Source: an optimization exercise on an open RTL-to-GDS flow (aim: small area). Production flows keep margins and buffers that such runs may drop. Only simulation tests tie the RTL to the original design; equivalence was not proved. Power is estimated from default activity; no workload was simulated.

--- flow/design.v ---
`default_nettype none
package itgr_pkg;
    localparam logic [4:0] P_IDLE  = 5'd0;
    localparam logic [4:0] P_ZERO  = 5'd1;
    localparam logic [4:0] P_CSUM  = 5'd2;
    localparam logic [4:0] P_DLOAD = 5'd3;
    localparam logic [4:0] P_DIV   = 5'd4;
    localparam logic [4:0] P_BWR   = 5'd5;
    localparam logic [4:0] P_SQ    = 5'd6;
    localparam logic [4:0] P_SQRT  = 5'd7;
    localparam logic [4:0] P_CLOAD = 5'd8;
    localparam logic [4:0] P_CORD  = 5'd9;
    localparam logic [4:0] P_SCALE = 5'd10;
    localparam logic [4:0] P_FINAL = 5'd11;
    localparam logic [4:0] P_RD    = 5'd12;
    localparam logic [4:0] P_RM    = 5'd13;
    localparam logic [4:0] P_RF    = 5'd14;
    localparam logic [4:0] P_ACC   = 5'd15;
    localparam logic [4:0] P_RQ    = 5'd16;
endpackage
`default_nettype wire
`default_nettype none
module itgr_cordic (
    input  wire logic [3:0] step,
    input  wire logic [4:0] bit_idx,
    output logic            tab_bit
);
    logic [25:0] tab_raw;
    always_comb
    begin
        case (step)
            4'd0:   tab_raw = 26'd47185920;
            4'd1:   tab_raw = 26'd27855475;
            4'd2:   tab_raw = 26'd14718068;
            4'd3:   tab_raw = 26'd7471121;
            4'd4:   tab_raw = 26'd3750058;
            4'd5:   tab_raw = 26'd1876857;
            4'd6:   tab_raw = 26'd938658;
            4'd7:   tab_raw = 26'd469357;
            4'd8:   tab_raw = 26'd234682;
            4'd9:   tab_raw = 26'd117342;
            4'd10:  tab_raw = 26'd58671;
            4'd11:  tab_raw = 26'd29335;
            4'd12:  tab_raw = 26'd14668;
            4'd13:  tab_raw = 26'd7334;
            4'd14:  tab_raw = 26'd3667;
            default: tab_raw = 26'd1833;
        endcase
    end
    assign tab_bit = (bit_idx < 5'd26) ? tab_raw[bit_idx] : 1'b0;
endmodule
`default_nettype wire
`default_nettype none
import itgr_pkg::*;
module imu_tilt_and_gyro_rate_core (
    input  wire logic         clk,
    input  wire logic         rst_n,
    input  wire logic         s_tvalid,
    output logic              s_tready,
    input  wire logic [95:0]  s_tdata,
    input  wire logic [1:0]   s_tuser,
    output logic              m_tvalid,
    input  wire logic         m_tready,
    output logic [103:0]      m_tdata,
    output logic [2:0]        m_tuser,
    input  wire logic         cfg_valid,
    output logic              cfg_ready,
    input  wire logic [1:0]   cfg_index,
    input  wire logic [9:0]   cfg_data
);
    logic [4:0]  ph;
    logic [6:0]  j;
    logic [4:0]  k;
    logic [1:0]  m;
    logic        pr;           
    logic [1:0]  pa;           
    logic [4:0]  pb;           
    logic [7:0]  calib_reg;
    logic [9:0]  gain_reg;
    logic [7:0]  count_reg;
    logic        flag_reg;
    logic        szero, bzero, bzarm;
    logic        m_tvalid_reg;
    logic [2:0]  user_reg;
    logic [71:0] sumr, biar;
    logic [15:0] f_roll;
    logic [14:0] f_pitch;
    logic        se;
    logic [23:0] f_rx, f_ry, f_rz;
    logic        xe;
    logic [1:0]  ye;
    logic [4:0]  ze;
    logic        c0, c1, c2;           
    logic [1:0]  c3;                   
    logic        seen0;                
    logic        d1, d2;               
    logic        dq1;                  
    logic        nb, qd;               
    logic        qb;                   
    logic        abit;                 
    logic        yneg, ynz, ynz_acc, zneg, rneg;
    logic        dneg, bsign;
    logic        gt;
    logic        lownz, b23, hi;
    logic signed [15:0] ax, ay, az;
    logic [7:0]  target;
    assign ax = s_tdata[15:0];
    assign ay = s_tdata[31:16];
    assign az = s_tdata[47:32];
    assign target = (calib_reg == 8'd0) ? 8'd1 : calib_reg;
    function automatic logic [1:0] fadd(input logic a, input logic b, input logic c);
        fadd = {(a & b) | (a & c) | (b & c), a ^ b ^ c};
    endfunction
    logic [2:0]  in_word;
    logic [6:0]  in_pos, in_off, in_d;
    logic [3:0]  in_idx;
    logic [15:0] in_w;
    logic        in_raw, in_low, in_bit;
    always_comb
    begin
        in_word = 3'd0;
        in_pos  = j;
        in_off  = 7'd0;
        unique case (ph)
            P_CSUM:
            begin
                in_word = {1'b0, pa} + 3'd3;
                in_pos  = {2'b00, pb};
            end
            P_RD:
            begin
                in_word = {1'b0, m} + 3'd3;
                in_off  = 7'd4;
            end
            P_RM:
            begin
                in_word = {1'b0, m} + 3'd3;
                in_off  = 7'd11;
            end
            P_SQ:
            begin
                in_word = m[0] ? 3'd2 : 3'd1;
                in_off  = (j == 7'd0) ? 7'd0 : {2'b00, k};
                in_pos  = (j == 7'd0) ? {2'b00, k} : j;
            end
            default:    
            begin
                in_word = !m[0] ? 3'd2 : (pr ? 3'd1 : 3'd0);
                in_off  = 7'd8;
            end
        endcase
        in_d   = in_pos - in_off;
        in_low = (in_pos < in_off);
        in_idx = (in_d > 7'd15) ? 4'd15 : in_d[3:0];
        case (in_word)
            3'd0:    in_w = s_tdata[15:0];
            3'd1:    in_w = s_tdata[31:16];
            3'd2:    in_w = s_tdata[47:32];
            3'd3:    in_w = s_tdata[63:48];
            3'd4:    in_w = s_tdata[79:64];
            default: in_w = s_tdata[95:80];
        endcase
        in_raw = in_w[in_idx];
        in_bit = in_low ? 1'b0 : in_raw;
    end
    logic [23:0] f_rsel;
    always_comb
    begin
        case (m)
            2'd0:    f_rsel = f_rx;
            2'd1:    f_rsel = f_ry;
            default: f_rsel = f_rz;
        endcase
    end
    logic ysp, xsp, ypos, fsp, spneg;
    logic [15:0] kconst, cconst;
    localparam logic [28:0] Z180P = 29'd188743680;
    localparam logic [28:0] Z180N = 29'd0 - 29'd188743680;
    logic sn0;
    assign sn0 = (j == 7'd0) ? 1'b0 : seen0;
    always_comb
    begin
        if (!pr)
        begin
            ysp  = (ax == 16'sd0);
            xsp  = (ay == 16'sd0) && (az == 16'sd0);
            ypos = ax[15];
        end
        else
        begin
            ysp  = (ay == 16'sd0);
            xsp  = (az == 16'sd0);
            ypos = !ay[15];
        end
        fsp    = ysp || xsp;
        spneg  = !ysp && !ypos;
        kconst = ysp ? ((pr && az[15]) ? 16'd18000 : 16'd0) : 16'd9000;
        cconst = pr ? 16'd18000 : 16'd9000;
    end
    logic tab_bit;
    itgr_cordic u_tab (
        .step    (k[3:0]),
        .bit_idx (j[4:0]),
        .tab_bit (tab_bit)
    );
    logic [6:0] jlast;
    always_comb
    begin
        case (ph)
            P_CSUM:  jlast = 7'd71;
            P_DLOAD: jlast = 7'd28;
            P_DIV:   jlast = 7'd27;
            P_BWR:   jlast = 7'd23;
            P_SQRT:  jlast = 7'd29;
            P_CLOAD: jlast = 7'd28;
            P_CORD:  jlast = 7'd28;
            P_SCALE: jlast = 7'd36;
            P_FINAL: jlast = pr ? 7'd15 : 7'd14;
            P_RD:    jlast = 7'd23;
            P_RM:    jlast = 7'd29;
            P_RQ:    jlast = 7'd28;
            P_RF:    jlast = 7'd23;
            default: jlast = 7'd31;
        endcase
    end
    logic jend, syncp, stall, act;
    assign jend  = (j == jlast);
    logic [1:0] sync_pa;
    logic [4:0] sync_pb;
    always_comb
    begin
        sync_pa = m;
        sync_pb = 5'd0;
        if (ph == P_CSUM)
            sync_pa = 2'd0;
        else if (ph == P_RM)
        begin
            sync_pa = (m == 2'd0) ? 2'd2 : m - 2'd1;
            sync_pb = 5'd17;
        end
    end
    assign syncp = (ph == P_CSUM || ph == P_DLOAD || ph == P_BWR || ph == P_RD || ph == P_RM);
    assign stall = syncp && (j == 7'd0) && !((pb == sync_pb) && (pa == sync_pa));
    assign act   = !stall;
    assign s_tready  = (ph == P_ACC);
    assign cfg_ready = 1'b1;
    assign m_tvalid  = m_tvalid_reg;
    assign m_tuser   = user_reg;
    assign m_tdata   = {flag_reg, f_rz, f_ry, f_rx, f_pitch, f_roll};
    logic [1:0] s_dv, s_pm, s_rq, s_csum, s_dload, s_sq, s_sqrt, s_x, s_y, s_z, s_rd, s_rr;
    logic [2:0] s3;
    logic       sum_h, bias_h;
    logic       b_sq_op, b_sq_a, sq_abit, sq_inv;
    logic       sqrt_s, sqrt_rsh, sqrt_t, q_new;
    logic       tapx, tapy, dir, opx, opy, opz;
    logic       ld_src, ld_neg, ld_v, ld_z;
    logic       sc_c, sc_t2, sc_t5, sc_t6, sc_p, sc_m, sc_r;
    logic       fin_v, fin_o;
    logic       rm_dc, rm_sn, rm_m, rm_p;
    logic       rf_v;
    logic       dl_raw, dl_s, dl_h;
    logic       dv_n, dv_sh;
    logic       bw_q, bw_v;
    logic [6:0] jk;
    assign sum_h  = szero ? 1'b0 : sumr[0];
    assign bias_h = bzero ? 1'b0 : biar[0];
    always_comb
    begin
        s_csum = fadd(sum_h, in_bit, (pb == 5'd0) ? 1'b0 : c0);
        dl_raw  = (j >= 7'd4 && j <= 7'd27) ? sumr[68] : 1'b0;
        dl_s    = dl_raw ^ (dneg & sn0);
        dl_h    = (j < 7'd7) ? target[j[2:0] + 3'd1] : 1'b0;
        s_dload = fadd(dl_s, dl_h, (j == 7'd0) ? 1'b0 : c0);
        dv_n  = (j < 7'd8) ? target[j[2:0]] : 1'b0;
        dv_sh = (j == 7'd0) ? nb : ((k == 5'd1) ? 1'b0 : dq1);
        s_dv  = fadd(dv_sh, rneg ? dv_n : ~dv_n, (j == 7'd0) ? ~rneg : c0);
        bw_q = ze[4];
        bw_v = (j <= 7'd20) ? (bw_q ^ (dneg & sn0)) : bsign;
        sq_abit = (j == 7'd0) ? in_raw : abit;
        sq_inv  = (k == 5'd15);
        b_sq_a  = (m == 2'd0 && k == 5'd0) ? 1'b0 : f_roll[0];
        b_sq_op = sq_abit & (sq_inv ^ ((j < {2'b00, k}) ? 1'b0 : in_raw));
        s_sq    = fadd(b_sq_a, b_sq_op, (j == 7'd0) ? (sq_abit & sq_inv) : c0);
        sqrt_s   = (k < 5'd16) ? f_pitch[14] : 1'b0;
        sqrt_rsh = (j < 7'd2) ? sqrt_s : ((k == 5'd0) ? 1'b0 : d2);
        if (j == 7'd0)
            sqrt_t = 1'b1;
        else if (j == 7'd1)
            sqrt_t = rneg;
        else
            sqrt_t = f_rx[23];    
        s_sqrt = fadd(sqrt_rsh, rneg ? sqrt_t : ~sqrt_t, (j == 7'd0) ? ~rneg : c0);
        q_new  = (j == 7'd0) ? qb : dq1;
        if (!m[0])
        begin
            ld_src = pr ? in_bit : q_new;
            ld_neg = pr && az[15];
        end
        else
        begin
            ld_src = in_bit;
            ld_neg = !pr || az[15];
        end
        ld_v = ld_src ^ (ld_neg & sn0);
        if (!pr || !az[15])
            ld_z = 1'b0;
        else if (!ay[15])
            ld_z = Z180P[j[4:0]];
        else
            ld_z = Z180N[j[4:0]];
        jk   = {2'b00, k} + j;
        dir  = !yneg && ynz;
        tapy = (jk > 7'd25) ? yneg : f_ry[k[3:0]];
        tapx = (jk > 7'd24) ? 1'b0 : f_rx[k[3:0]];
        opx  = dir ? tapy : ~tapy;
        opy  = dir ? ~tapx : tapx;
        opz  = dir ? tab_bit : ~tab_bit;
        s_x  = fadd(f_rx[0], opx, (j == 7'd0) ? ~dir : c0);
        s_y  = fadd(f_ry[0], opy, (j == 7'd0) ? dir : c1);
        s_z  = fadd(f_rz[0], opz, (j == 7'd0) ? ~dir : c2);
        sc_t2 = (j < 7'd2) ? 1'b0 : (j > 7'd30) ? zneg : ze[3];
        sc_t5 = (j < 7'd5) ? 1'b0 : (j > 7'd33) ? zneg : ze[0];
        sc_t6 = (j < 7'd6) ? 1'b0 : (j > 7'd34) ? zneg : f_rz[23];
        s3    = {2'b00, sc_t2} + {2'b00, sc_t5} + {2'b00, sc_t6} + {1'b0, (j == 7'd0) ? 2'b00 : c3};
        sc_p  = s3[0];
        sc_m  = sc_p ^ (zneg & sn0);
        s_rr  = fadd(sc_m, (j == 7'd19), (j == 7'd0) ? 1'b0 : c1);
        sc_r  = s_rr[0];
        sc_c  = (j >= 7'd20 && j < 7'd36) ? cconst[4'(j - 7'd20)] : 1'b0;
        if (fsp)
            fin_v = kconst[j[3:0]];
        else if (gt)
            fin_v = cconst[j[3:0]];
        else
            fin_v = pr ? f_roll[0] : f_pitch[0];
        if (j[3:0] == 4'd15)
            fin_v = 1'b0;
        fin_o = fin_v ^ ((fsp ? spneg : zneg) & sn0);
        rm_dc = (ph == P_RM) ? ((j == 7'd7) ? 1'b1 : c0) : ((j == 7'd0) ? 1'b1 : c0);
        s_rd  = fadd(in_bit, ~bias_h, rm_dc);
        rm_sn = (j == 7'd7) ? 1'b0 : seen0;
        rm_m  = (j < 7'd7) ? 1'b0 : (s_rd[0] ^ (dneg & rm_sn));
        rm_p  = (k == 5'd0 || j == 7'd29) ? 1'b0 : f_rz[0];
        s_pm  = fadd(rm_p, rm_m & gain_reg[k[3:0]], (j == 7'd0) ? 1'b0 : c1);
        s_rq  = fadd(f_rz[1], (j == 7'd0) ? f_rz[0] : c1, 1'b0);
        if (dneg ? (hi || (b23 && lownz)) : (hi || b23))
            rf_v = dneg ? (j == 7'd23) : (j != 7'd23);
        else
            rf_v = f_rsel[0] ^ (dneg & sn0);
    end
    logic rs_en, roll_en, pitch_en, rs_in, roll_in, pitch_in;
    logic rx_en, ry_en, rz_en, rx_in, ry_in, rz_in;
    logic fx_en, fy_en, fz_en, fr_in;
    always_comb
    begin
        rs_en = 1'b0; roll_en = 1'b0; pitch_en = 1'b0;
        rs_in = 1'b0; roll_in = 1'b0; pitch_in = 1'b0;
        rx_en = 1'b0; ry_en = 1'b0; rz_en = 1'b0;
        rx_in = 1'b0; ry_in = 1'b0; rz_in = 1'b0;
        fx_en = 1'b0; fy_en = 1'b0; fz_en = 1'b0; fr_in = 1'b0;
        unique case (ph)
            P_ZERO:
            begin
                rs_en = 1'b1;
                fx_en = 1'b1; fy_en = 1'b1; fz_en = 1'b1;
            end
            P_DLOAD:
            begin
                rz_en = act;
                rz_in = s_dload[0];
            end
            P_DIV:
            begin
                rz_en = 1'b1;
                rz_in = (j == 7'd27) ? qd : f_rz[0];
                rx_en = (k != 5'd0) && (j < 7'd25);
                rx_in = s_dv[0];
            end
            P_BWR:
            begin
                rz_en = act;
                rz_in = f_rz[0];
            end
            P_SQ:
            begin
                rs_en = 1'b1;
                rs_in = s_sq[0];
            end
            P_SQRT:
            begin
                rs_en = (j < 7'd30);
                rs_in = f_roll[0];
                ry_en = (j < 7'd26);
                ry_in = s_sqrt[0];
                rx_en = (j < 7'd25);
                rx_in = q_new;
            end
            P_CLOAD:
            begin
                rx_en = !m[0] && (j < 7'd25);
                rx_in = ld_v;
                ry_en = m[0] && (j < 7'd26);
                ry_in = ld_v;
                rz_en = !m[0];
                rz_in = ld_z;
            end
            P_CORD:
            begin
                rx_en = (j < 7'd25);
                rx_in = s_x[0];
                ry_en = (j < 7'd26);
                ry_in = s_y[0];
                rz_en = 1'b1;
                rz_in = s_z[0];
            end
            P_SCALE:
            begin
                rz_en    = 1'b1;
                rz_in    = f_rz[0];
                roll_en  = pr && (j >= 7'd20) && (j < 7'd36);
                pitch_en = !pr && (j >= 7'd20) && (j < 7'd35);
                roll_in  = sc_r;
                pitch_in = sc_r;
            end
            P_FINAL:
            begin
                roll_en  = pr;
                pitch_en = !pr;
                roll_in  = fin_o;
                pitch_in = fin_o;
            end
            P_RM:
            begin
                rz_en = act;
                rz_in = s_pm[0];
            end
            P_RQ:
            begin
                rz_en = 1'b1;
                rz_in = (m == 2'd2) ? s_rq[0] : f_rz[0];
                fx_en = (m == 2'd0) && (j < 7'd24);
                fy_en = (m == 2'd1) && (j < 7'd24);
                fr_in = s_rq[0];
            end
            P_RF:
            begin
                fx_en = (m == 2'd0);
                fy_en = (m == 2'd1);
                fz_en = (m == 2'd2);
                fr_in = rf_v;
            end
            default:
            begin
            end
        endcase
    end
    always_ff @(posedge clk)
    begin
        if (rs_en)
        begin
            f_roll  <= {f_pitch[0], f_roll[15:1]};
            f_pitch <= {se, f_pitch[14:1]};
            se      <= rs_in;
        end
        if (roll_en)
            f_roll <= {roll_in, f_roll[15:1]};
        if (pitch_en)
            f_pitch <= {pitch_in, f_pitch[14:1]};
        if (rx_en)
        begin
            f_rx <= {xe, f_rx[23:1]};
            xe   <= rx_in;
        end
        else if (fx_en)
            f_rx <= {fr_in, f_rx[23:1]};
        if (ry_en)
        begin
            f_ry <= {ye[0], f_ry[23:1]};
            ye   <= {ry_in, ye[1]};
        end
        else if (fy_en)
            f_ry <= {fr_in, f_ry[23:1]};
        if (rz_en)
        begin
            f_rz <= {ze[0], f_rz[23:1]};
            ze   <= {rz_in, ze[4:1]};
        end
        else if (fz_en)
            f_rz <= {fr_in, f_rz[23:1]};
    end
    logic sum_in, bias_in;
    assign sum_in  = (ph == P_CSUM && act) ? s_csum[0] : sum_h;
    assign bias_in = (ph == P_BWR && act) ? bw_v : bias_h;
    always_ff @(posedge clk)
    begin
        sumr <= {sum_in, sumr[71:1]};
        biar <= {bias_in, biar[71:1]};
    end
    always_ff @(posedge clk or negedge rst_n)
    begin
        if (!rst_n)
        begin
            ph           <= P_IDLE;
            pa           <= '0;
            pb           <= '0;
            calib_reg    <= 8'd60;
            gain_reg     <= 10'd70;
            count_reg    <= '0;
            flag_reg     <= 1'b0;
            szero        <= 1'b1;
            bzero        <= 1'b1;
            bzarm        <= 1'b1;
            m_tvalid_reg <= 1'b0;
        end
        else
        begin
            if (pb == 5'd23 && pa == 2'd2)
            begin
                if (bzarm)
                    bzarm <= 1'b0;
                else
                    bzero <= 1'b0;
            end
            if (pb == 5'd23)
            begin
                pb <= '0;
                pa <= (pa == 2'd2) ? 2'd0 : pa + 2'd1;
            end
            else
                pb <= pb + 5'd1;
            if (cfg_valid)
            begin
                if (cfg_index == 2'd0)
                    calib_reg <= cfg_data[7:0];
                else if (cfg_index == 2'd1)
                    gain_reg <= cfg_data;
            end
            if (ph == P_ACC)
                m_tvalid_reg <= 1'b1;
            else if (m_tready)
                m_tvalid_reg <= 1'b0;
            unique case (ph)
                P_IDLE:
                begin
                    if (s_tvalid && !m_tvalid_reg)
                    begin
                        case (s_tuser)
                            2'd1: ph <= P_SQ;
                            2'd0:
                            begin
                                if (count_reg < target)
                                begin
                                    count_reg <= count_reg + 8'd1;
                                    ph        <= P_CSUM;
                                end
                                else
                                    ph <= P_ZERO;
                            end
                            2'd2:
                            begin
                                ph        <= P_ZERO;
                                szero     <= 1'b1;
                                bzero     <= 1'b1;
                                bzarm     <= 1'b1;
                                count_reg <= '0;
                                flag_reg  <= 1'b0;
                            end
                            default: ph <= P_ZERO;
                        endcase
                    end
                end
                P_ZERO:
                    if (jend)
                        ph <= P_ACC;
                P_CSUM:
                    if (act && jend)
                    begin
                        szero <= 1'b0;
                        ph    <= (count_reg == target) ? P_DLOAD : P_ZERO;
                    end
                P_DLOAD:
                    if (act && jend)
                    begin
                        ph <= P_DIV;
                    end
                P_DIV:
                    if (jend)
                    begin
                        if (k == 5'd28)
                            ph <= P_BWR;
                    end
                P_BWR:
                    if (act && jend)
                    begin
                        if (m == 2'd2)
                        begin
                            flag_reg <= 1'b1;
                            ph       <= P_ZERO;
                        end
                        else
                            ph <= P_DLOAD;
                    end
                P_SQ:
                    if (jend)
                    begin
                        if (k == 5'd15)
                        begin
                            if (m == 2'd1)
                            begin
                                ph <= P_SQRT;
                            end
                        end
                    end
                P_SQRT:
                    if (jend)
                    begin
                        if (k == 5'd23)
                            ph <= P_CLOAD;
                    end
                P_CLOAD:
                    if (jend)
                    begin
                        if (m[0])
                        begin
                            ph <= P_CORD;
                        end
                    end
                P_CORD:
                    if (jend)
                    begin
                        if (k == 5'd15)
                            ph <= P_SCALE;
                    end
                P_SCALE:
                    if (jend)
                        ph <= P_FINAL;
                P_FINAL:
                    if (jend)
                    begin
                        ph <= pr ? P_RD : P_CLOAD;
                    end
                P_RD:
                    if (act && jend)
                    begin
                        ph <= P_RM;
                    end
                P_RM:
                    if (act && jend)
                    begin
                        if (k == 5'd9)
                            ph <= P_RQ;
                    end
                P_RQ:
                    if (jend)
                        ph <= P_RF;
                P_RF:
                    if (jend)
                    begin
                        ph <= (m == 2'd2) ? P_ACC : P_RD;
                    end
                P_ACC:
                    ph <= P_IDLE;
                default:
                    ph <= P_IDLE;
            endcase
        end
    end
    logic [4:0] k_next;
    always_ff @(posedge clk or negedge rst_n)
    begin
        if (!rst_n)
            k <= '0;
        else
            k <= k_next;
    end
    always_ff @(posedge clk)
    begin
        if (ph == P_IDLE || ph == P_ACC)
            j <= '0;
        else if (act)
            j <= jend ? 7'd0 : j + 7'd1;
        unique case (ph)
            P_IDLE:
            begin
                m  <= '0;
                pr <= 1'b0;
            end
            P_CSUM:
                if (act && jend)
                    m <= '0;
            P_BWR:
                if (act && jend)
                    m <= m + 2'd1;
            P_SQ:
                if (jend && k == 5'd15)
                    m <= m[0] ? 2'd0 : m + 2'd1;
            P_CLOAD:
                if (jend)
                    m <= m[0] ? 2'd0 : m + 2'd1;
            P_FINAL:
                if (jend)
                begin
                    pr <= 1'b1;
                    m  <= '0;
                end
            P_RF:
                if (jend)
                    m <= m + 2'd1;
            default:
            begin
            end
        endcase
    end
    always_comb
    begin
        k_next = k;
        unique case (ph)
            P_IDLE:
                k_next = '0;
            P_DLOAD:
                if (act && jend)
                    k_next = '0;
            P_RD:
                if (act && jend)
                    k_next = '0;
            P_DIV:
                if (jend)
                    k_next = k + 5'd1;
            P_SQRT:
                if (jend)
                    k_next = k + 5'd1;
            P_CORD:
                if (jend)
                    k_next = k + 5'd1;
            P_SQ:
                if (jend)
                    k_next = (k == 5'd15) ? 5'd0 : k + 5'd1;
            P_CLOAD:
                if (jend && m[0])
                    k_next = '0;
            P_RM:
                if (act && jend)
                    k_next = k + 5'd1;
            default:
            begin
            end
        endcase
    end
    logic ybit;
    assign ybit = (ph == P_CLOAD) ? ld_v : s_y[0];
    always_ff @(posedge clk)
    begin
        d1  <= f_ry[0];
        d2  <= d1;
        dq1 <= (ph == P_SQRT && k == 5'd0) ? 1'b0 : f_rx[0];
        c3   <= s3[2:1];
        ynz_acc <= (j < 7'd26) ? (((j == 7'd0) ? 1'b0 : ynz_acc) | ybit) : ynz_acc;
        unique case (ph)
            P_CSUM:  c0 <= s_csum[1];
            P_DLOAD: c0 <= s_dload[1];
            P_DIV:   c0 <= s_dv[1];
            P_RM:    c0 <= s_rd[1];
            P_SQ:    c0 <= s_sq[1];
            P_SQRT:  c0 <= s_sqrt[1];
            P_RD:    c0 <= s_rd[1];
            default: c0 <= s_x[1];
        endcase
        unique case (ph)
            P_SCALE: c1 <= s_rr[1];
            P_RM:    c1 <= s_pm[1];
            P_RQ:    c1 <= s_rq[1];
            default: c1 <= s_y[1];
        endcase
        c2 <= s_z[1];
        unique case (ph)
            P_DLOAD: seen0 <= sn0 | dl_raw;
            P_BWR:   seen0 <= sn0 | bw_q;
            P_CLOAD: seen0 <= sn0 | ld_src;
            P_SCALE: seen0 <= sn0 | sc_p;
            P_FINAL: seen0 <= sn0 | fin_v;
            P_RM:    seen0 <= rm_sn | s_rd[0];
            default: seen0 <= sn0 | f_rsel[0];
        endcase
    end
    always_ff @(posedge clk)
    begin
        unique case (ph)
            P_IDLE:
            begin
                rneg <= 1'b0;
                qb   <= 1'b0;
                if (s_tvalid && !m_tvalid_reg)
                begin
                    case (s_tuser)
                        2'd1:    user_reg <= 3'd2;
                        2'd0:    user_reg <= (count_reg < target) ? 3'd0 : 3'd4;
                        2'd2:    user_reg <= 3'd3;
                        default: user_reg <= 3'd4;
                    endcase
                end
            end
            P_CSUM:
                if (count_reg == target)
                    user_reg <= 3'd1;
            P_DLOAD:
                if (act && j == 7'd0)
                begin
                    dneg <= sumr[23];
                    rneg <= 1'b0;
                    qd   <= 1'b0;
                end
            P_DIV:
            begin
                if (j == 7'd27)
                    nb <= f_rz[0];
                if (j == 7'd24 && k != 5'd0)
                begin
                    rneg <= s_dv[0];
                    qd   <= ~s_dv[0];
                end
            end
            P_BWR:
                if (j == 7'd20)
                    bsign <= bw_v;
            P_SQ:
                if (j == 7'd0)
                    abit <= in_raw;
            P_SQRT:
                if (j == 7'd25)
                begin
                    rneg <= s_sqrt[0];
                    qb   <= ~s_sqrt[0];
                end
            P_CLOAD:
                if (j == 7'd28)
                begin
                    if (m[0])
                    begin
                        yneg <= ye[1];
                        ynz  <= ynz_acc;
                    end
                    else
                        zneg <= ld_z;
                end
            P_CORD:
                if (j == 7'd28)
                begin
                    yneg <= ye[1];
                    ynz  <= ynz_acc;
                    zneg <= s_z[0];
                end
            P_SCALE:
                if (j >= 7'd20)
                    gt <= (sc_r & ~sc_c) | (~(sc_r ^ sc_c) & ((j == 7'd20) ? 1'b0 : gt));
            P_RD:
                if (act && j == 7'd23)
                    dneg <= s_rd[0];
            P_RQ:
            begin
                if (j == 7'd0)
                    lownz <= s_rq[0];
                else if (j <= 7'd22)
                    lownz <= lownz | s_rq[0];
                if (j == 7'd23)
                    b23 <= s_rq[0];
                if (j == 7'd24)
                    hi <= s_rq[0];
                else if (j > 7'd24 && j <= 7'd27)
                    hi <= hi | s_rq[0];
            end
            default:
            begin
            end
        endcase
    end
endmodule
`default_nettype wire
--- flow/flow/run.sh ---
#!/bin/bash
# Own layout flow: the standard flow, with the port buffers made from the
# smallest buffer cell and a clock tree built from small clock buffers without
# dummy loads. Each tool's full output goes to a log file in this folder.
set -euo pipefail
export BUFFER_PORTS_ARGS="-buffer_cell sky130_fd_sc_hd__buf_1"
export CTS_ARGS="-sink_clustering_enable -repair_clock_nets -dont_use_dummy_load -buf_list {sky130_fd_sc_hd__clkbuf_2 sky130_fd_sc_hd__clkbuf_4 sky130_fd_sc_hd__clkbuf_8} -sink_clustering_size 12 -sink_clustering_max_diameter 40"
bash standard.sh > standard_flow.log 2>&1
cp -r orfs/logs ./orfs_logs 2>/dev/null || true
--- flow/standard.sh ---
#!/bin/bash
# synth_recipe.tcl (not shown) runs the flow's synth.tcl, then flattens the netlist and writes it again
# the make line also repeats each setting of config.mk as NAME=value (left out here)
make -C /OpenROAD-flow-scripts/flow DESIGN_CONFIG=/design/flow/config.mk WORK_HOME=/design/flow/orfs CLKGATE_MAP_FILE= SYNTH_SCRIPT=/design/flow/synth_recipe.tcl "${@:-finish}"
--- flow/config.mk ---
export PLATFORM = sky130hd
export DESIGN_NAME = imu_tilt_and_gyro_rate_core
export DESIGN_NICKNAME = imu_tilt_and_gyro_rate_core
export VERILOG_FILES = /design/flow/design.v
export SDC_FILE = /design/flow/constraint.sdc
export NUM_CORES = 4
export LEC_CHECK = 0
export ABC_AREA = 1
export CAP_MARGIN = 20
export CORE_MARGIN = 2
export CORE_UTILIZATION = 50
export SLEW_MARGIN = 20
--- flow/constraint.sdc ---
create_clock -name core_clock -period 11.0 [get_ports {clk}]
set_input_delay 2.2000 -clock core_clock [delete_from_list [all_inputs] [get_ports {clk}]]
set_output_delay 2.2000 -clock core_clock [all_outputs]
set_load 0.01 [all_outputs]
==> reports/metrics.csv, run 1 <==
stage,metric,value,unit
power_and_ir_drop,Seq pwr share,37.8,%
setup_path,Critical Path Start Type,flip-flop,
synth,Area contributors post-synth,"edfxtp_1, dfxtp_1, nand2_1, dfrtp_1, inv_1",
global_route,first-pass GRT wire length,74200,um
layout,multi-input logic area,6370,um2
power_and_ir_drop,power share of the combinational group,48.6,%
outcome,status,timing/DRC/antenna clean,
timing,final hold slack,0.305,ns
layout,Nets,2210,
placement,port buffer count,223,
layout,Layout area overhead,11.6,%
power_and_ir_drop,VDD IR max,0.000194,V
setup_path,crit path kind,reg -> reg,
setup_path,worst flop-to-flop path endpoint,ze[4],
setup_path,FF-to-FF path depth,33,
routing,routed wire length per instance,20.1,um
timing,final worst-path cycle share,66.4,%
hold_path,WHS Path Cells,0,
floorplanning,Die H,182,um
global_route,routing usage on met1,40.7,%
synth,share of the synthesized area in the top cell type,25.2,%
power_and_ir_drop,sw power,2.59,mW
flow_run,max-cap violations,0,
cts,Resized cells post-CTS,0,
routing,DRT Wirelength,48600,um
synth,Unique masters post-synth,67,
routing,ANT nets after route,0,
power_and_ir_drop,PwrDens,317,nW/um2
cts,root buf cell,clkbuf_8,
global_route,initial antenna violation count,1,
synth,cell taking the most area after synthesis,edfxtp_1,
layout,biggest regs,"biar: 72 flops, sumr: 72 flops",
cts,number of CTS-inserted buffers,44,
synth,number of synthesized flops with an enable pin,133,
floorplanning,Boundary Pins,225,
timing,Slew Limit Fails,0,
layout,share of cells above drive strength 1,5.94,%
power_and_ir_drop,Leak,7.70,nW
synth,fraction of registers with async set/reset,14.1,%
synth,sequential-to-total area share from yosys stat,53.0,%
hold_path,Min-Delay Path Class,reg -> reg,
setup_path,Critical Path Sink Type,flip-flop,
setup_path,"Slowest-stage cell, CP",fa_1,
power_and_ir_drop,clock share of power,13.6,%
routing,DRC Markers,0,
timing,final hold viol count,0,
setup_path,"Max FO, Critical Path",15,
synth,Yosys reg bits,341,
setup_path,Buffers & Inverters on Critical Path,3,
timing,final critical-path required period,7.30,ns
setup_path,Top delay family on crit path,simple AND/OR/NAND/NOR gates,
global_route,largest net degree at the start of global routing,49,
cts,clk slew on worst S/H paths,0.08,ns
synth,syn nets,1972,
layout,register area,8410,um2
setup_path,crit path DAT,7.63,ns
synth,Syn Area/Cell,8.90,um2
timing,final setup vio count,0,
hold_path,HP Start,d1,
cts,Max Root-Sink Buffers,3,
routing,vias per cell,5.59,
global_route,busiest grt layer,met2,
timing,Fin Clk Skew,0.105,ns
cts,CTS Hold Buffers Added,0,
timing,fmax,137,MHz
routing,Pre-Repair DR Iteration Count,6,
power_and_ir_drop,Sw Share,46.2,%
layout,fill count,2935,
placement,GPL Wtd Cong,0.996,
setup_path,Crit path top cell by count,nand2_1,
synth,Post-Synthesis Cells,1785,
cts,Clock Sinks,341,
global_route,GR Util met3,5.65,%
global_route,overall routing resource usage,29.0,%
setup_path,Critical Path RT,11.33,ns
timing,normalized max-slew margin,31.9,%
timing,Worst Max-Slew Pin Slew,1.02,ns
floorplanning,row cnt,65,
global_route,met2 Use GR,44.0,%
cts,CTS tree,done,
global_route,number of global-route vias before repair,12900,
global_route,remaining global-route overflow,0,
floorplanning,core area,31400,um2
setup_path,R2R Path Start,j[5],
routing,1st-iter DRT viols,1341,
power_and_ir_drop,cell-internal power,3.03,mW
cts,clk latency of the worst-skew pair,0.59,ns
cts,CTS H-tree lvls,2,
floorplanning,Initial Utilization,50.6,%
synth,YS warnings,2,
placement,final HPWL from detailed placement,36800,um
layout,antenna diode count,0,
floorplanning,die area,33200,um2
timing,Setup TNS,0,ns
setup_path,CP peak stage delay,0.67,ns
hold_path,"Endpoint, Worst Hold",d2,
cts,postcts setup bufs,0,
synth,post-synthesis cell area,15900,um2
floorplanning,die width,182,um
routing,Vias,13600,
synth,"Top FF cell, synth",dfxtp_1,
timing,RSZ-0062 raised after global routing,false,
setup_path,R2R setup slack,3.70,ns
## cells by family after synthesis
family	Yosys count	share of synthesized area [%]
muxes	3	0.213
buffers and inverters	282	6.92
adders and majority gates	72	6.38
other	1	0.0236
and+or+nand+nor	752	20.6
DFF	341	53.0
AOI/OAI and AO/OA	309	11.5
xor gates and xnor gates	25	1.38
## final cells by class
class                   instances  area share, %
multi-input cells            1162           36.0
flip-flops and latches        341           47.5
repair buffers                233           5.20
clock buffers                  44           3.42
inverters                     241           5.11
well taps                     402           2.84
## synthesized netlist by cell type, types with 13 or more instances
cell / count
edfxtp_1: 133
nand3_1: 83
dfxtp_1: 160
nor3_1: 25
ha_1: 57
a21oi_1: 77
nor2_1: 175
nor4_1: 16
xor2_1: 16
nand2_1: 376
a211oi_1: 14
fa_1: 15
dfrtp_1: 38
nand4_1: 29
nand2_2: 13
inv_1: 229
clkbuf_1: 22
o21ai_0: 132
## worst max-delay path by stage
stage / to / cells past startpoint / slack (ns) / startpoint
finish: ze[4] / 33 / 3.70 / j[5]
global route: ze[4] / 31 / 3.15 / j[5]
global placement: ze[4] / 31 / 4.04 / j[5]
detailed placement: ze[4] / 31 / 3.81 / j[5]
CTS: ze[4] / 31 / 3.89 / j[5]
floorplan: ze[4] / 34 / 4.94 / j[0]
## power by group through the flow
stage | clock, mW | combinational (mW) | sequential (mW)
floorplan | 0 | 1.73 | 2.13
global placement | 0 | 2.67 | 2.13
detailed placement | 0 | 2.67 | 2.14
CTS | 0.788 | 2.69 | 2.12
global route | 0.833 | 3.01 | 2.17
finish | 0.763 | 2.73 | 2.12
## stage by stage
| step | worst slack [ns] | power, mW | util (%) | std cells | cell area [um2] |
|---|---|---|---|---|---|
| final | 3.70 | 5.62 | 56.4 | 2423 | 17700 |
| after global routing | 3.15 | 6.01 | 56.4 | 2423 | 17700 |
| after CTS | 3.89 | 5.60 | 56.4 | 2422 | 17700 |
| after detailed placement | 3.81 | 4.81 | 54.5 | 2378 | 17100 |
| after global placement | 4.04 | 4.80 | 54.5 | 2378 | 17100 |
| after floorplan | 4.94 | 3.86 | - | 1785 | 15900 |
## per-layer routing
layer / up-vias / wire (um)
met5: - / 45
met4: 2 / 2260
met3: 147 / 4330
met2: 680 / 20600
met1: 6305 / 21400
li1: 6419 / -
## cell usage in the layout, fill, tap and decap left out, types with 4 or more instances in the layout
cell type,count
edfxtp_1,133
inv_2,7
nand3_1,83
buf_4,9
buf_1,222
nor3_1,25
nand3_2,4
a22oi_1,4
xor2_1,16
a221oi_1,4
dfrtp_1,38
a211oi_1,14
o21ai_0,132
nor2_4,4
inv_1,229
nand4_1,29
dfxtp_1,160
ha_1,57
fa_1,15
dfstp_2,10
a31oi_1,9
o211ai_1,8
nand2_2,13
nand2_1,376
a21oi_1,77
or2_2,11
nor4_1,16
xnor2_1,9
o221ai_1,10
o22ai_1,11
a2111oi_0,5
o2111ai_1,7
clkinv_1,5
clkbuf_8,44
nor2_1,175
==> run 2: changes to the inputs <==
--- a/flow/config.mk
+++ b/flow/config.mk
@@ -10,3 +10,3 @@
 export CORE_MARGIN = 2
-export CORE_UTILIZATION = 50
+export CORE_UTILIZATION = 65
 export SLEW_MARGIN = 20
==> run 2 against run 1 <==
- synthesized cell count is the same
- final cell count shrank 3.4%
- final area shrank 0.87%
- non-clock buffer count shrank 1
- synthesized area is the same
- first-iteration DRC count grew 31%
- sequential cell count is the same
- wire length shrank 0.48%
- setup slack lost 0.19 ns
- worst hold slack gained 0.016 ns
- utilization grew 16 points
- largest power group unchanged
==> reports/metrics.csv, run 2 <==
stage,metric,value,unit,change
outcome,status,timing/DRC/antenna clean,,unchanged
timing,final worst-path cycle share,68.1,%,was 66.4%
timing,Slew Limit Fails,0,,unchanged
global_route,overall routing resource usage,37.1,%,was 29.0%
floorplanning,Boundary Pins,225,,unchanged
layout,Nets,2206,,was 2210
placement,final HPWL from detailed placement,36300,um,was 36800 um
layout,Non-Filler Instances,2341,,was 2423
placement,Post-Place Cells,2300,,was 2378
setup_path,"Slowest-stage cell, CP",fa_1,,unchanged
floorplanning,die area,25700,um2,was 33200 um2
synth,number of synthesized flops with an enable pin,133,,unchanged
global_route,busiest grt layer,met2,,unchanged
synth,XOR/XNOR Fraction of Synth Area,1.38,%,unchanged
timing,final hold slack,0.320,ns,was 0.305 ns
cts,Clock Sinks,341,,unchanged
synth,post-synthesis cell area,15900,um2,unchanged
timing,Fin Clk Skew,0.0932,ns,was 0.105 ns
synth,main combinational cell family by area after synthesis,simple AND/OR/NAND/NOR gates,,unchanged
layout,register area,8410,um2,unchanged
global_route,number of global-route vias before repair,13500,,was 12900
timing,normalized max-slew margin,29.6,%,was 31.9%
layout,antenna diode count,0,,unchanged
placement,GPL Wtd Cong,1.09,,was 0.996
synth,fraction of registers with async set/reset,14.1,%,unchanged
layout,share of cells above drive strength 1,5.75,%,was 5.94%
layout,"commonest non-fill, non-tap cell in the layout",nand2_1,,unchanged
floorplanning,Initial Utilization,65.7,%,was 50.6%
global_route,initial antenna violation count,0,,was 1
routing,1st-iter DRT viols,1758,,was 1341
layout,Layout area overhead,10.6,%,was 11.6%
setup_path,Critical Path Sink Type,flip-flop,,unchanged
cts,number of CTS-inserted buffers,41,,was 44
layout,most frequent cells in the layout,"nand2_1, inv_1, buf_1, nor2_1, dfxtp_1",,unchanged
routing,DRT Wirelength,48400,um,was 48600 um
routing,DRC Markers,0,,unchanged
synth,Syn Area/Cell,8.90,um2,unchanged
synth,Synth Area in Simple Gates,20.6,%,unchanged
routing,routed wire length per instance,20.7,um,was 20.1 um
synth,Yosys reg bits,341,,unchanged
setup_path,CP peak stage delay,0.69,ns,was 0.67 ns
hold_path,WHS Path Cells,0,,unchanged
synth,Post-Synthesis Cells,1785,,unchanged
synth,cell taking the most area after synthesis,edfxtp_1,,unchanged
synth,cell with the most instances after synthesis,nand2_1,,unchanged
floorplanning,Die H,160,um,was 182 um
global_route,GR Util met3,7.52,%,was 5.65%
layout,fill count,1868,,was 2935
power_and_ir_drop,PwrDens,319,nW/um2,was 317 nW/um2
power_and_ir_drop,VDD IR max,0.000209,V,was 0.000194 V
timing,final setup vio count,0,,unchanged
cts,CTS H-tree lvls,2,,unchanged
hold_path,Min-Delay Path Class,reg -> reg,,unchanged
synth,"Top FF cell, synth",dfxtp_1,,unchanged
synth,Unique masters post-synth,67,,unchanged
cts,Max Root-Sink Buffers,3,,unchanged
synth,mux cell area share after synthesis,0.213,%,unchanged
setup_path,"Max FO, Critical Path",15,,unchanged
synth,YS warnings,2,,unchanged
cts,root buf cell,clkbuf_8,,unchanged
synth,sequential-to-total area share from yosys stat,53.0,%,unchanged
timing,Setup TNS,0,ns,unchanged
floorplanning,die width,160,um,was 182 um
setup_path,critical path depth,35,,was 33
timing,Worst Max-Slew Pin Slew,1.05,ns,was 1.02 ns
timing,post-route setup slack,3.51,ns,was 3.70 ns
synth,share of the synthesized area in the top cell type,25.2,%,unchanged
global_route,first-pass GRT wire length,73700,um,was 74200 um
setup_path,Critical Path RT,11.30,ns,was 11.33 ns
global_route,remaining global-route overflow,0,,unchanged
setup_path,Critical Path Start Type,flip-flop,,unchanged
timing,RSZ-0062 raised after global routing,false,,unchanged
cts,postcts setup bufs,0,,unchanged
routing,Vias,14100,,was 13600
cts,Resized cells post-CTS,0,,unchanged
synth,adder-cell area share of the yosys netlist,6.38,%,unchanged
cts,CTS Hold Buffers Added,0,,unchanged
power_and_ir_drop,Leak,7.67,nW,was 7.70 nW
routing,Pre-Repair DR Iteration Count,6,,unchanged
synth,Area contributors post-synth,"edfxtp_1, dfxtp_1, nand2_1, dfrtp_1, inv_1",,unchanged
timing,fmax,133,MHz,was 137 MHz
global_route,met2 Use GR,57.7,%,was 44.0%
global_route,largest net degree at the start of global routing,49,,unchanged
floorplanning,row cnt,57,,was 65
timing,final critical-path required period,7.49,ns,was 7.30 ns
setup_path,crit path kind,reg -> reg,,unchanged
setup_path,FF-to-FF path depth,35,,was 33
cts,CTS tree,done,,unchanged
synth,syn nets,1972,,unchanged
global_route,routing usage on met1,50.4,%,was 40.7%
setup_path,Crit path top cell by count,nand2_1,,unchanged
synth,Synth top cells by count,"nand2_1, inv_1, nor2_1, dfxtp_1, edfxtp_1",,unchanged
cts,clk latency of the worst-skew pair,0.58,ns,was 0.59 ns
routing,vias per cell,6.01,,was 5.59
setup_path,Top delay family on crit path,simple AND/OR/NAND/NOR gates,,unchanged
flow_run,max-cap violations,0,,unchanged
setup_path,Buffers & Inverters on Critical Path,3,,unchanged
timing,final hold viol count,0,,unchanged
synth,Compound-Gate Fraction of Synth Area,11.5,%,unchanged
placement,port buffer count,223,,unchanged
layout,multi-input logic area,6370,um2,unchanged
setup_path,crit path DAT,7.79,ns,was 7.63 ns
floorplanning,core area,24200,um2,was 31400 um2
layout,biggest regs,"biar: 72 flops, sumr: 72 flops",,unchanged
cts,clk slew on worst S/H paths,0.08,ns,about the same
placement,dpl ws,3.76,ns,was 3.81 ns
routing,ANT nets after route,0,,unchanged
[run 2: cell counts after synthesis]
Identical to the previous run, type by type.
[run 2: layout make-up]
| class | instances | area share [%] |
|---|---|---|
| flip-flops and latches | 341 | 47.9 |
| multi-input cells | 1162 | 36.3 |
| repair buffers | 232 | 5.16 |
| inverters | 241 | 5.15 |
| clock buffers | 41 | 3.21 |
| well taps | 324 | 2.31 |
[run 2: final timing paths]
check,from,to,slack [ns]
worst min register to register,sumr[43],sumr[42],0.32
worst max register to register,j[5],ze[4],3.51
worst max-delay path,j[5],ze[4],3.51
max in group asynchronous,rst_n,pb[4],8.67
worst min-delay path,sumr[43],sumr[42],0.32
min in group asynchronous,rst_n,count_reg[3],1.76
[run 2: logic make-up after synthesis]
kind of cell             Yosys count
AO/OA/AOI/OAI                    309
buffers and inverters            282
other                              1
adder cells (fa/ha/maj)           72
multiplexers                       3
XOR/XNOR                          25
flip-flops                       341
AND/OR/NAND/NOR                  752
[run 2: per-stage QoR]
stage / instance area (um2) / util, % / power (mW)
after floorplan: 15900 / - / 3.86
after global placement: 17000 / 70.3 / 4.70
after detailed placement: 17000 / 70.3 / 4.78
after CTS: 17600 / 72.6 / 5.52
after global routing: 17600 / 72.6 / 5.93
final: 17600 / 72.6 / 5.60
[run 2: power by group]
part	switching [mW]	internal (mW)
sequential	0.277	1.85
clock	0.409	0.330
combinational	1.92	0.811
total	2.61	3.00
[run 2: per-layer routing]
| layer | up-vias | wire, um |
|---|---|---|
| met1 | 6544 | 19000 |
| met4 | 0 | 2520 |
| met5 | - | 0 |
| met2 | 916 | 21600 |
| met3 | 208 | 5250 |
| li1 | 6394 | - |
==> run 3: changes to the inputs <==
==> flow/flow/run.sh (replaced) <==
#!/bin/bash
# Own layout flow, built on the standard flow (standard.sh):
#  2. the synthesis runs again with own_synth.tcl: the same script, but ABC maps
#     the logic with abc_area_nf.script and no adder cells are placed;
#  4. the rest of the standard flow runs, with the port buffers made from the
#     smallest buffer cell and a clock tree of small clock buffers without
#     dummy loads.
# Each tool's full output goes to a log file in this folder.
set -euo pipefail
W=$(pwd)
RES=$W/orfs/results/$FLOW_PLATFORM/imu_tilt_and_gyro_rate_core/base
LOGS=$W/orfs/logs/$FLOW_PLATFORM/imu_tilt_and_gyro_rate_core/base

bash standard.sh synth > synth_standard.log 2>&1
mkdir -p ref_synth
cp $RES/1_2_yosys.v $RES/1_2_yosys.sdc $RES/1_synth.odb $RES/1_synth.sdc ref_synth/
cp $LOGS/1_2_yosys.log ref_synth/1_2_yosys.log

rm -f $RES/1_2_yosys.v $RES/1_2_yosys.sdc $RES/1_synth.odb $RES/1_synth.sdc
if ADDER_MAP_FILE= make -C "$FLOW_HOME" DESIGN_CONFIG=$W/config.mk WORK_HOME=$W/orfs \
      CLKGATE_MAP_FILE= SYNTH_SCRIPT=$W/flow/own_synth.tcl synth > synth_own.log 2>&1 \
   && python3 $W/flow/cmp_regs.py ref_synth/1_2_yosys.v $RES/1_2_yosys.v > regs_compare.log 2>&1; then
  echo "using the own synthesis" >> regs_compare.log
else
  echo "falling back to the standard synthesis" >> regs_compare.log
  cp ref_synth/1_2_yosys.v ref_synth/1_2_yosys.sdc ref_synth/1_synth.odb ref_synth/1_synth.sdc $RES/
fi
touch $RES/1_synth.odb $RES/1_synth.sdc

export BUFFER_PORTS_ARGS="-buffer_cell sky130_fd_sc_hd__buf_1"
export CTS_ARGS="-sink_clustering_enable -repair_clock_nets -dont_use_dummy_load -buf_list {sky130_fd_sc_hd__clkbuf_2 sky130_fd_sc_hd__clkbuf_4 sky130_fd_sc_hd__clkbuf_8} -sink_clustering_size 12 -sink_clustering_max_diameter 40"
bash standard.sh > standard_flow.log 2>&1
cp -r orfs/logs ./orfs_logs 2>/dev/null || true
==> flow/flow/abc_area_nf.script (new file) <==
strash
&get -n
&fraig -x
&put
dc2
strash
&get -n
&dch -f
&nf -R 1000
&put
==> flow/flow/cmp_regs.py (new file) <==
import re, sys
def ffs(path):
    s = open(path).read()
    out = set()
    for m in re.finditer(r'^\s*(sky130_fd_sc_hd__(\w+?))\s+(\\\S+|\S+)\s*\(', s, re.M):
        cell, base, inst = m.group(1), m.group(2), m.group(3)
        if re.match(r'(e?df|sdf|dl)', base):
            out.add((re.sub(r'_\d+$', '', cell), inst))
    return out
a, b = ffs(sys.argv[1]), ffs(sys.argv[2])
print(len(a), len(b), "same" if a == b else "DIFFERENT")
if a != b:
    print(sorted(a - b)[:10]); print(sorted(b - a)[:10])
    sys.exit(1)
==> flow/flow/own_synth.tcl (new file) <==
# The standard synthesis script (synth_recipe.tcl), with one change: the
# combinational logic is mapped by ABC with abc_area_nf.script (next to this
# file) instead of ORFS's area script. Registers are mapped before ABC runs,
# so they come out as in the standard synthesis.
proc synth {args} { yosys synth -nofsm -noshare {*}$args }
set ::own_abc_script [file join [file dirname [file normalize [info script]]] abc_area_nf.script]
proc own_abc_script_trace {name1 name2 op} {
  upvar #0 abc_args a
  set i [lsearch -exact $a -script]
  if { $i >= 0 && [lindex $a [expr {$i + 1}]] ne $::own_abc_script } {
    lset a [expr {$i + 1}] $::own_abc_script
  }
}
trace add variable ::abc_args write own_abc_script_trace
source $::env(SCRIPTS_DIR)/synth.tcl
# left out here: clear keep_hierarchy, flatten, clean up, hide names made inside functions, write 1_2_yosys.v
--- a/flow/config.mk
+++ b/flow/config.mk
@@ -10,3 +10,3 @@
 export CORE_MARGIN = 2
-export CORE_UTILIZATION = 65
+export CORE_UTILIZATION = 50
 export SLEW_MARGIN = 20
==> run 3 against run 2 <==
- global-route usage is 7.6 points lower
- synthesized area is 11% lower
- sequential cell count stayed put
- via count is 12% lower
- non-clock buffer count is 10 higher
- utilization is 14 points lower
- total power is 6.7% higher
- fmax is 13% lower
- final cell count is 15% lower
- setup slack worse by 1.2 ns
- sequential power is 7% higher
- clock power is 5.3% higher
==> reports/metrics.csv, run 3 <==
stage,metric,value,unit,change
placement,port buffer count,223,,unchanged
layout,fin area,16200,um2,was 17600 um2
synth,share of the synthesized area in the top cell type,28.3,%,was 25.2%
floorplanning,Boundary Pins,225,,unchanged
timing,final critical-path required period,8.64,ns,was 7.49 ns
timing,final hold slack,0.302,ns,was 0.320 ns
timing,post-route setup slack,2.36,ns,was 3.51 ns
setup_path,Critical Path Start Type,flip-flop,,unchanged
floorplanning,Die H,172,um,was 160 um
synth,syn nets,1443,,was 1972
layout,Nets,1731,,was 2206
global_route,number of global-route vias before repair,11200,,was 13500
power_and_ir_drop,PwrDens,369,nW/um2,was 319 nW/um2
timing,Setup TNS,0,ns,unchanged
timing,fmax,116,MHz,was 133 MHz
cts,Max Root-Sink Buffers,3,,unchanged
placement,placed inst area,15500,um2,was 17000 um2
global_route,remaining global-route overflow,0,,unchanged
synth,sequential-to-total area share from yosys stat,59.6,%,was 53.0%
cts,CTS H-tree lvls,2,,unchanged
routing,Vias,12300,,was 14100
setup_path,"Max FO, Critical Path",14,,was 15
synth,Post-Synthesis Cells,1328,,was 1785
routing,DRC Markers,0,,unchanged
floorplanning,core area,27800,um2,was 24200 um2
setup_path,R2R setup slack,2.36,ns,was 3.51 ns
floorplanning,Initial Utilization,50.8,%,was 65.7%
timing,final setup vio count,0,,unchanged
synth,cell taking the most area after synthesis,edfxtp_1,,unchanged
timing,final hold viol count,0,,unchanged
setup_path,crit path DAT,8.96,ns,was 7.79 ns
cts,Resized cells post-CTS,0,,unchanged
routing,DRT Wirelength,45100,um,was 48400 um
setup_path,"Slowest-stage cell, CP",nor3b_1,,was fa_1
global_route,initial antenna violation count,0,,unchanged
global_route,first-pass GRT wire length,65900,um,was 73700 um
timing,Worst Max-Slew Pin Slew,1.04,ns,was 1.05 ns
synth,YS warnings,2,,unchanged
cts,number of CTS-inserted buffers,46,,was 41
synth,Unique masters post-synth,64,,was 67
synth,Synth top cells by count,"nand2_1, dfxtp_1, edfxtp_1, nor2_1, a21oi_1",,"was nand2_1, inv_1, nor2_1, dfxtp_1, edfxtp_1"
synth,number of synthesized flops with an enable pin,133,,unchanged
setup_path,FF-to-FF path depth,30,,was 35
setup_path,Critical Path Source,j[5],,unchanged
setup_path,R2R Path Start,j[5],,unchanged
power_and_ir_drop,Leak,5.80,nW,was 7.67 nW
synth,Syn Area/Cell,10.6,um2,was 8.90 um2
layout,"commonest non-fill, non-tap cell in the layout",buf_1,,was nand2_1
synth,cell with the most instances after synthesis,nand2_1,,unchanged
cts,clk latency of the worst-skew pair,0.59,ns,was 0.58 ns
global_route,overall routing resource usage,29.5,%,was 37.1%
layout,Non-Filler Instances,1992,,was 2341
synth,post-synthesis cell area,14100,um2,was 15900 um2
layout,final core utilization,58.3,%,was 72.6%
cts,clk slew on worst S/H paths,0.07,ns,was 0.08 ns
layout,most frequent cells in the layout,"buf_1, nand2_1, dfxtp_1, edfxtp_1, nor2_1",,"was nand2_1, inv_1, buf_1, nor2_1, dfxtp_1"
timing,Fin Clk Skew,0.0910,ns,was 0.0932 ns
setup_path,Critical Path RT,11.31,ns,was 11.30 ns
layout,Layout area overhead,14.8,%,was 10.6%
cts,CTS tree,done,,unchanged
synth,Area contributors post-synth,"edfxtp_1, dfxtp_1, dfrtp_1, nand2_1, nor2_1",,"was edfxtp_1, dfxtp_1, nand2_1, dfrtp_1, inv_1"
routing,ANT nets after route,0,,unchanged
setup_path,CP peak stage delay,0.69,ns,about the same
hold_path,Min-Delay Path Class,reg -> reg,,unchanged
routing,Pre-Repair DR Iteration Count,8,,was 6
layout,biggest regs,"biar: 72 flops, sumr: 72 flops",,unchanged
layout,antenna diode count,0,,unchanged
hold_path,WHS Path Cells,0,,unchanged
routing,1st-iter DRT viols,1387,,was 1758
cts,CTS Hold Buffers Added,0,,unchanged
cts,postcts setup bufs,0,,unchanged
timing,Slew Limit Fails,0,,unchanged
synth,fraction of registers with async set/reset,14.1,%,unchanged
placement,Post-Place Cells,1945,,was 2300
synth,Yosys reg bits,341,,unchanged
placement,final HPWL from detailed placement,32900,um,was 36300 um
floorplanning,die area,29600,um2,was 25700 um2
global_route,largest net degree at the start of global routing,49,,unchanged
flow_run,max-cap violations,0,,unchanged
power_and_ir_drop,Tot Pwr,5.98,mW,was 5.60 mW
layout,share of cells above drive strength 1,5.14,%,was 5.75%
routing,routed wire length per instance,22.6,um,was 20.7 um
synth,"Top FF cell, synth",dfxtp_1,,unchanged
routing,vias per cell,6.18,,was 6.01
power_and_ir_drop,VDD IR max,0.000177,V,was 0.000209 V
setup_path,Critical Path Sink Type,flip-flop,,unchanged
timing,RSZ-0062 raised after global routing,false,,unchanged
cts,root buf cell,clkbuf_8,,unchanged
timing,final worst-path cycle share,78.6,%,was 68.1%
setup_path,crit path kind,reg -> reg,,unchanged
cts,Clock Sinks,341,,unchanged
timing,normalized max-slew margin,30.7,%,was 29.6%
placement,GPL Wtd Cong,0.989,,was 1.09
floorplanning,row cnt,61,,was 57
floorplanning,die width,172,um,was 160 um
setup_path,Critical path destination,ze[4],,unchanged
setup_path,worst flop-to-flop path endpoint,ze[4],,unchanged
outcome,status,timing/DRC/antenna clean,,unchanged
placement,dpl ws,1.56,ns,was 3.76 ns
## run 3: changes by cell type after synthesis, moves of 17 or more
cell | previous run | this run
nand4_1 | 29 | 6
a222oi_1 | 0 | 23
ha_1 | 57 | 0
inv_1 | 229 | 0
clkbuf_1 | 22 | 0
xnor2_1 | 9 | 39
nor2_1 | 175 | 128
a22oi_1 | 4 | 26
clkinv_1 | 5 | 24
o21ai_0 | 132 | 93
mux2_1 | 0 | 23
a21oi_1 | 77 | 94
nand2_1 | 376 | 171
nand3_1 | 83 | 37
## run 3: kinds of logic after synthesis
logic type | share of synthesized area, %
AO/OA/AOI/OAI | 17.1
adder cells (fa/ha/maj) | 0.639
flip-flops | 59.6
AND/OR/NAND/NOR | 16.0
buffers and inverters | 0.745
multiplexers | 2.05
XOR/XNOR | 3.83
other | 0.0266
## run 3: layout make-up
type                       instances  area, um2
inverter                          24       90.1
timing repair buffer             242        981
clock buffer                      46        633
sequential                       341       8410
multi-input combinational        961       5610
fill                            2497      11600
tap                              378        473
## run 3: critical path: cells and delay by family (launching register included)
kind | cells | cell delay, ns
compound gates | 13 | 2.45
xor+xnor | 3 | 0.75
fa+ha+maj | 4 | 1.63
buf+inv | 1 | 0.23
flops | 1 | 0.40
simple gates | 9 | 2.97
## run 3: per-layer routing
metal / share of wire (%) / global-route usage [%] / wire length, um
met5: 0 / 0 / 0
met4: 2.7 / 9.46 / 1240
met3: 9.6 / 6.25 / 4310
met2: 45 / 44.3 / 20200
met1: 43 / 42.7 / 19300
## run 3: where the power goes
part | leakage (nW) | internal, mW | total [mW] | switching (mW)
logic | 2.33 | 0.955 | 2.93 | 1.98
registers | 3.14 | 1.94 | 2.27 | 0.330
clock network | 0.331 | 0.368 | 0.778 | 0.410
## run 3: how the worst min path moves through the flow
stage                  start       end  slack, ns
global placement    biar[35]  biar[34]       0.31
CTS                 sumr[65]  sumr[64]       0.30
finish              sumr[65]  sumr[64]       0.30
floorplan            biar[1]   biar[0]       0.31
global route        sumr[65]  sumr[64]       0.31
detailed placement  biar[50]  biar[49]       0.31
==> run 4: changes to the inputs <==
--- a/flow/flow/run.sh
+++ b/flow/flow/run.sh
@@ -30,3 +30,3 @@
 export BUFFER_PORTS_ARGS="-buffer_cell sky130_fd_sc_hd__buf_1"
-export CTS_ARGS="-sink_clustering_enable -repair_clock_nets -dont_use_dummy_load -buf_list {sky130_fd_sc_hd__clkbuf_2 sky130_fd_sc_hd__clkbuf_4 sky130_fd_sc_hd__clkbuf_8} -sink_clustering_size 12 -sink_clustering_max_diameter 40"
+export CTS_ARGS="-sink_clustering_enable -repair_clock_nets -dont_use_dummy_load -buf_list {sky130_fd_sc_hd__clkbuf_4} -sink_clustering_size 10 -sink_clustering_max_diameter 35"
 bash standard.sh > standard_flow.log 2>&1
==> run 4 against run 3 <==
- worst hold slack got worse by 0.0063 ns
- sequential share of layout area grew 0.76 points
- sequential cell count unchanged
- largest power group unchanged
- highest routed layer unchanged
==> reports/metrics.csv, run 4 <==
stage,metric,value,unit,change
timing,final worst-path cycle share,78.4,%,was 78.6%
cts,root buf cell,clkbuf_4,,was clkbuf_8
layout,fin area,16000,um2,was 16200 um2
hold_path,Min-Delay Path Class,reg -> reg,,unchanged
layout,Nets,1738,,was 1731
routing,ANT nets after route,0,,unchanged
power_and_ir_drop,VDD IR max,0.000171,V,was 0.000177 V
timing,final setup vio count,0,,unchanged
setup_path,"Max FO, Critical Path",14,,unchanged
floorplanning,die area,29600,um2,unchanged
routing,routed wire length per instance,22.5,um,was 22.6 um
synth,main combinational cell family by area after synthesis,compound AO/OA/AOI/OAI gates,,unchanged
synth,syn nets,1443,,unchanged
synth,fraction of registers with async set/reset,14.1,%,unchanged
global_route,largest net degree at the start of global routing,49,,unchanged
cts,Clock Sinks,341,,unchanged
synth,Post-Synthesis Cells,1328,,unchanged
routing,DRT Wirelength,45000,um,was 45100 um
cts,CTS H-tree lvls,2,,unchanged
synth,Synth Area in Simple Gates,16.0,%,unchanged
setup_path,Buffers & Inverters on Critical Path,1,,unchanged
routing,Met3 Routed Length,4380,um,was 4310 um
layout,"commonest non-fill, non-tap cell in the layout",buf_1,,unchanged
setup_path,Top delay family on crit path,simple AND/OR/NAND/NOR gates,,unchanged
floorplanning,row cnt,61,,unchanged
synth,number of synthesized flops with an enable pin,133,,unchanged
layout,most frequent cells in the layout,"buf_1, nand2_1, dfxtp_1, edfxtp_1, nor2_1",,unchanged
synth,sequential-to-total area share from yosys stat,59.6,%,unchanged
layout,biggest regs,"biar: 72 flops, sumr: 72 flops",,unchanged
global_route,number of global-route vias before repair,11200,,about the same
power_and_ir_drop,PwrDens,364,nW/um2,was 369 nW/um2
setup_path,CP peak stage delay,0.70,ns,was 0.69 ns
timing,Slew Limit Fails,0,,unchanged
synth,Area contributors post-synth,"edfxtp_1, dfxtp_1, dfrtp_1, nand2_1, nor2_1",,unchanged
timing,Setup TNS,0,ns,unchanged
floorplanning,core area,27800,um2,unchanged
cts,Max Root-Sink Buffers,3,,unchanged
synth,mux cell area share after synthesis,2.05,%,unchanged
synth,XOR/XNOR Fraction of Synth Area,3.83,%,unchanged
synth,Synth top cells by count,"nand2_1, dfxtp_1, edfxtp_1, nor2_1, a21oi_1",,unchanged
global_route,remaining global-route overflow,0,,unchanged
synth,share of the synthesized area in the top cell type,28.3,%,unchanged
routing,DRC Markers,0,,unchanged
global_route,overall routing resource usage,29.5,%,about the same
timing,fmax,116,MHz,about the same
routing,1st-iter DRT viols,1548,,was 1387
setup_path,R2R Path Start,j[5],,unchanged
timing,normalized max-slew margin,32.7,%,was 30.7%
synth,adder-cell area share of the yosys netlist,0.639,%,unchanged
synth,Yosys reg bits,341,,unchanged
placement,GPL Wtd Cong,0.989,,unchanged
routing,Pre-Repair DR Iteration Count,8,,unchanged
timing,Worst Max-Slew Pin Slew,1.01,ns,was 1.04 ns
cts,clk slew on worst S/H paths,0.09,ns,was 0.07 ns
setup_path,Critical Path Source,j[5],,unchanged
setup_path,Critical Path RT,11.46,ns,was 11.31 ns
cts,CTS Hold Buffers Added,0,,unchanged
floorplanning,die width,172,um,unchanged
power_and_ir_drop,Leak,5.71,nW,was 5.80 nW
synth,YS warnings,2,,unchanged
setup_path,"Slowest-stage cell, CP",nor3b_1,,unchanged
placement,port buffer count,223,,unchanged
synth,"Top FF cell, synth",dfxtp_1,,unchanged
placement,final HPWL from detailed placement,32900,um,unchanged
global_route,first-pass GRT wire length,65900,um,about the same
power_and_ir_drop,Tot Pwr,5.81,mW,was 5.98 mW
placement,placed inst area,15500,um2,unchanged
routing,Vias,12300,,about the same
floorplanning,Initial Utilization,50.8,%,unchanged
cts,clk latency of the worst-skew pair,0.72,ns,was 0.59 ns
setup_path,Critical Path Sink Type,flip-flop,,unchanged
routing,vias per cell,6.17,,was 6.18
outcome,status,timing/DRC/antenna clean,,unchanged
synth,cell with the most instances after synthesis,nand2_1,,unchanged
cts,CTS tree,done,,unchanged
setup_path,crit path kind,reg -> reg,,unchanged
setup_path,crit path DAT,9.09,ns,was 8.96 ns
timing,final hold viol count,0,,unchanged
routing,top sig layer,met4,,unchanged
routing,WL met1,19400,um,was 19300 um
cts,number of CTS-inserted buffers,53,,was 46
routing,met2 wire len,20000,um,was 20200 um
setup_path,Critical Path Start Type,flip-flop,,unchanged
timing,RSZ-0062 raised after global routing,false,,unchanged
layout,share of cells above drive strength 1,5.55,%,was 5.14%
synth,post-synthesis cell area,14100,um2,unchanged
timing,final critical-path required period,8.63,ns,was 8.64 ns
hold_path,HP Start,biar[44],,was sumr[65]
global_route,initial antenna violation count,1,,was 0
floorplanning,Die H,172,um,unchanged
floorplanning,Boundary Pins,225,,unchanged
flow_run,max-cap violations,0,,unchanged
synth,cell taking the most area after synthesis,edfxtp_1,,unchanged
synth,Syn Area/Cell,10.6,um2,unchanged
layout,Layout area overhead,13.2,%,was 14.8%
cts,postcts setup bufs,0,,unchanged
timing,Fin Clk Skew,0.0793,ns,was 0.0910 ns
synth,Unique masters post-synth,64,,unchanged
cts,Resized cells post-CTS,0,,unchanged
synth,Compound-Gate Fraction of Synth Area,17.1,%,unchanged
[run 4: cell counts after synthesis]
No cell type changed its count.
[run 4: area by class of cell]
class	count	area (um2)
diodes	1	2.50
clock buffers	53	398
fillers	2546	11800
inverters	24	90.1
multi-input cells	961	5610
flip-flops and latches	341	8410
well taps	378	473
repair buffers	242	981
[run 4: layer usage]
metal	track usage [%]	vias up
met1	42.8	5939
met5	0	-
met3	6.41	120
met2	44.0	688
li1	-	5602
met4	9.39	0
[run 4: kinds of logic (layout without fill, tap and decap cells)]
group | count (synthesis) | after routing
adders and majority gates | 9 | 9
muxes | 26 | 26
other | 1 | 2
AOI/OAI and AO/OA | 375 | 375
xor gates and xnor gates | 60 | 60
DFF | 341 | 341
and+or+nand+nor | 490 | 490
buffers and inverters | 26 | 319
[run 4: report_power, final]
part / switching (mW) / internal (mW) / total [mW]
Sequential: 0.329 / 1.94 / 2.26
Clock: 0.394 / 0.219 / 0.613
Combinational: 1.98 / 0.955 / 2.94
[run 4: final timing paths]
path	to	slack, ns	cells past startpoint
hold / removal	biar[43]	0.30	0
min in group asynchronous	gain_reg[0]	1.58	2
setup / recovery	ze[4]	2.37	30
max in group asynchronous	pb[1]	8.91	2
hold reg to reg	biar[43]	0.30	0
setup reg to reg	ze[4]	2.37	30
[run 4: metrics by stage]
step	worst slack, ns	instances	util, %	hold slack, ns
after floorplan	3.68	1328	-	0.310
after global placement	1.80	1944	55.9	0.311
after detailed placement	1.56	1945	55.9	0.312
after CTS	1.59	1998	57.3	0.299
after global routing	1.68	2000	57.5	0.300
final	2.37	2000	57.5	0.296

## static timing again, ports no longer ideal
In the flow no input, the clock included, has a driving cell. The finished layouts below were timed again as built, in two steps. Step 1: set_driving_cell puts a clkbuf_16 on clk and a buf_2 on each other input, an assumption about the parent block. Step 2 moves the port delays by t, midway between the first and last clock arrival at a register: inputs arrive t later, outputs are due t later. That takes back most of the time a late clock gives input paths. Slacks: no drivers / after step 1 / after step 2; pairs: no drivers / after step 1.
| run | t, ns | setup slack, ns | hold slack, ns | latest minus earliest clock arrival (ns) | pins driven straight from the clock port |
|---|---|---|---|---|---|
| run 1 | 0.586 | 3.699 / 3.699 / 3.699 | 0.305 / 0.305 / 0.305 | 0.105 / 0.104 | 1 |
| run 2 | 0.579 | 3.508 / 3.508 / 3.508 | 0.320 / 0.320 / 0.320 | 0.093 / 0.093 | 1 |
| run 3 | 0.595 | 2.357 / 2.357 / 2.357 | 0.302 / 0.302 / 0.302 | 0.098 / 0.098 | 1 |
| run 4 | 0.729 | 2.371 / 2.371 / 2.371 | 0.296 / 0.296 / 0.296 | 0.086 / 0.087 | 1 |
After both steps setup and hold are still met in every run listed.
